From an optimization exercise on the open Yosys and OpenROAD flow, aimed at small area; shortcuts taken in it are not production practice. In this exercise RTL edits were held to simulation tests only and were not proved equivalent to the original. Power is estimated from default activity; no workload was simulated.

Setup of north:
==> flow/design.v (excerpt) <==
module udp_stream_top
(
    input  wire logic      m00_axis_aclk,
    input  wire logic      m00_axis_aresetn,
    input  wire logic      wr_valid,
    input  udp_regs_pkg::reg_addr_t      wr_addr,
    input  udp_regs_pkg::reg_data_t      wr_data,
    output logic           wr_ready,
    input  wire logic      rd_valid,
    input  udp_regs_pkg::reg_addr_t      rd_addr,
    output logic           rd_ready,
    output logic           rdata_valid,
    output udp_regs_pkg::reg_data_t      rdata,
    input  wire logic      rdata_ready,
    output logic           m00_axis_tvalid,
    output udp_frame_pkg::axis_data_t     m00_axis_tdata,
    output udp_frame_pkg::axis_keep_t     m00_axis_tkeep,
    output logic           m00_axis_tlast,
    input  wire logic      m00_axis_tready
);
clock: 10.0 ns
lec_check: 0
cap_margin: 20
core_margin: 2
core_utilization: 60
slew_margin: 20
standard.sh (not shown) runs the stock make flow with config.mk's settings and CLKGATE_MAP_FILE= SYNTH_SCRIPT=/design/flow/synth_recipe.tcl, a recipe that flattens the netlist after the stock synthesis.
==> flow/flow/run.sh <==
#!/bin/bash
# Standard layout, with two changes: the port buffers are the smallest
# buffer cell, and the clock tree uses small clock buffers in larger
# sink clusters, without dummy loads.
set -euo pipefail
export BUFFER_PORTS_ARGS="-buffer_cell sky130_fd_sc_hd__buf_1"
export CTS_ARGS="-sink_clustering_enable -repair_clock_nets -buf_list sky130_fd_sc_hd__clkbuf_4 -sink_clustering_size 10 -sink_clustering_max_diameter 50 -dont_use_dummy_load"
bash standard.sh > standard_flow.log 2>&1
north: flow completed, timing, DRC and antenna clean
Inputs modified between north and south:
--- a/flow/design.v
+++ b/flow/design.v
@@ -128,54 +128,50 @@
             rdata_valid <= 1'b1;
         end else if (rdata_ready) begin
             rdata_valid <= 1'b0;
         end
     end
     always_ff @(posedge m00_axis_aclk) begin
         if (rd_take) begin
             rdata <= rd_value;
         end
     end
     logic       start_pend, sending, expire, frame_start, beat_ack, beat_last, first_beat;
     logic [4:0] beat_idx;
-    logic       timer_zero, timer_wrap;
     localparam logic [4:0] BEAT_FIRST = 5'd27;
-    assign expire      = ~timer_zero && (timer_count == pkt_delay);
+    assign expire      = (pkt_delay != '0) && (timer_count == pkt_delay);
     assign frame_start = start_pend & ~sending;
     assign beat_ack    = sending & m00_axis_tready;
     logic [31:0] timer_next, sent_next;
     always_comb begin
         logic c, s;
         c = 1'b1;
         for (int i = 0; i < 32; i++) begin
             timer_next[i] = (timer_count[i] ^ c) & ~expire;
             c = c & timer_count[i];
         end
-        timer_wrap = c;
         s = beat_ack & first_beat;
         for (int i = 0; i < 32; i++) begin
             sent_next[i] = sent_count[i] ^ s;
             s = s & sent_count[i];
         end
     end
     always_ff @(posedge m00_axis_aclk or negedge m00_axis_aresetn) begin
         if (!m00_axis_aresetn) begin
             timer_count <= '0;
-            timer_zero  <= 1'b1;
             start_pend  <= 1'b0;
             sending     <= 1'b0;
             sent_count  <= '0;
         end else begin
             timer_count <= timer_next;
-            timer_zero  <= expire | timer_wrap;   
             start_pend  <= expire | (start_pend & ~frame_start);
             if (frame_start)
                 sending <= 1'b1;
             else if (beat_ack && beat_last)
                 sending <= 1'b0;
             sent_count  <= sent_next;
         end
     end
     always_ff @(posedge m00_axis_aclk) begin
         if (frame_start)
             beat_idx <= BEAT_FIRST;
         else if (beat_ack)
### Flow results
In the flow results for north and south, the cell count is smaller on north. Diff north -> south: area of the placeable core held, tap cell instance count stayed essentially flat, worst setup margin lower, synthesized cell count rose by 12.

--- another note on this design; it stands on its own ---

Setup of before:
==> flow/design.v (excerpt) <==
module udp_stream_top
(
    input  wire logic      m00_axis_aclk,
    input  wire logic      m00_axis_aresetn,
    input  wire logic      wr_valid,
    input  udp_regs_pkg::reg_addr_t      wr_addr,
    input  udp_regs_pkg::reg_data_t      wr_data,
    output logic           wr_ready,
    input  wire logic      rd_valid,
    input  udp_regs_pkg::reg_addr_t      rd_addr,
    output logic           rd_ready,
    output logic           rdata_valid,
    output udp_regs_pkg::reg_data_t      rdata,
    input  wire logic      rdata_ready,
    output logic           m00_axis_tvalid,
    output udp_frame_pkg::axis_data_t     m00_axis_tdata,
    output udp_frame_pkg::axis_keep_t     m00_axis_tkeep,
    output logic           m00_axis_tlast,
    input  wire logic      m00_axis_tready
);
==> flow/config.mk <==
export PLATFORM = sky130hd
export DESIGN_NAME = udp_stream_top
export DESIGN_NICKNAME = udp_stream_top
export VERILOG_FILES = /design/flow/design.v
export SDC_FILE = /design/flow/constraint.sdc
export NUM_CORES = 4
export LEC_CHECK = 0
export CAP_MARGIN = 20
export CORE_MARGIN = 2
export CORE_UTILIZATION = 60
export GPL_TIMING_DRIVEN = 0
export SLEW_MARGIN = 20
==> flow/constraint.sdc <==
create_clock -name core_clock -period 10.0 [get_ports {m00_axis_aclk}]
set_input_delay 2.0000 -clock core_clock [delete_from_list [all_inputs] [get_ports {m00_axis_aclk}]]
set_output_delay 2.0000 -clock core_clock [all_outputs]
set_load 0.01 [all_outputs]
standard.sh (not shown) runs the stock make flow with config.mk's settings and CLKGATE_MAP_FILE= SYNTH_SCRIPT=/design/flow/synth_recipe.tcl, a recipe that flattens the netlist after the stock synthesis.
==> flow/flow/run.sh <==
#!/bin/bash
# Standard layout, with two changes: the port buffers are the smallest
# buffer cell, and the clock tree uses small clock buffers in larger
# sink clusters, without dummy loads.
set -euo pipefail
export BUFFER_PORTS_ARGS="-buffer_cell sky130_fd_sc_hd__buf_1"
export CTS_ARGS="-sink_clustering_enable -repair_clock_nets -buf_list sky130_fd_sc_hd__clkbuf_4 -sink_clustering_size 10 -sink_clustering_max_diameter 50 -dont_use_dummy_load"
bash standard.sh > standard_flow.log 2>&1
diff inputs: before => after
- removing GPL_TIMING_DRIVEN (formerly 0)
==> flow/flow/run.sh <==
#!/bin/bash
# Standard layout, with two changes: the port buffers are the smallest
# buffer cell, and the clock tree uses small clock buffers in larger
# sink clusters, without dummy loads.
set -euo pipefail
export BUFFER_PORTS_ARGS="-buffer_cell sky130_fd_sc_hd__buf_1"
export CTS_ARGS="-sink_clustering_enable -repair_clock_nets -buf_list sky130_fd_sc_hd__clkbuf_4 -sink_clustering_size 8 -sink_clustering_max_diameter 40 -dont_use_dummy_load"
bash standard.sh > standard_flow.log 2>&1
Findings:
Delta (after minus before): routed wire length fell by 4.0%, leakage power total stayed essentially flat, number of cells in the finished layout apart from fillers fell by 2.5%.
Comparing total power per unit cell area for before and after, the smaller number came from before.

==> afterwards: timing with drivers on the ports <==
The flow's constraints put no driver on any port. The routed layouts listed below were extracted and timed again, unchanged, in two steps. Step 1, drivers: a clkbuf_16 drives m00_axis_aclk and a buf_2 each remaining input, both assumed. Step 2 times the ports against the registers' clock, not the clock port: input delays grow and output delays shrink by t, the midpoint of the rising clock arrivals with the driver on. Slacks: no drivers / after step 1 / after step 2; pairs: no drivers / after step 1.
| run | t (ns) | slack for setup (ns) | latest minus earliest clock arrival (ns) | worst slew at a driven data input, ns | pins driven straight from the clock port |
|---|---|---|---|---|---|
| north | 0.845 | 2.497 / 2.492 / 1.682 | 0.072 / 0.071 | 0.10 | 1 |
| south | 0.774 | 2.276 / 2.305 / 1.531 | 0.070 / 0.070 | 0.07 | 1 |
| before | 0.836 | 1.454 / 1.454 / 1.093 | 0.048 / 0.048 | 0.11 | 1 |
| after | 0.726 | 2.225 / 2.254 / 1.528 | 0.065 / 0.065 | 0.07 | 1 |
After both steps every run listed still meets setup and hold. For north, which loses most, drivers alone change the setup slack by -0.005 ns; drivers and shift together by -0.815 ns.
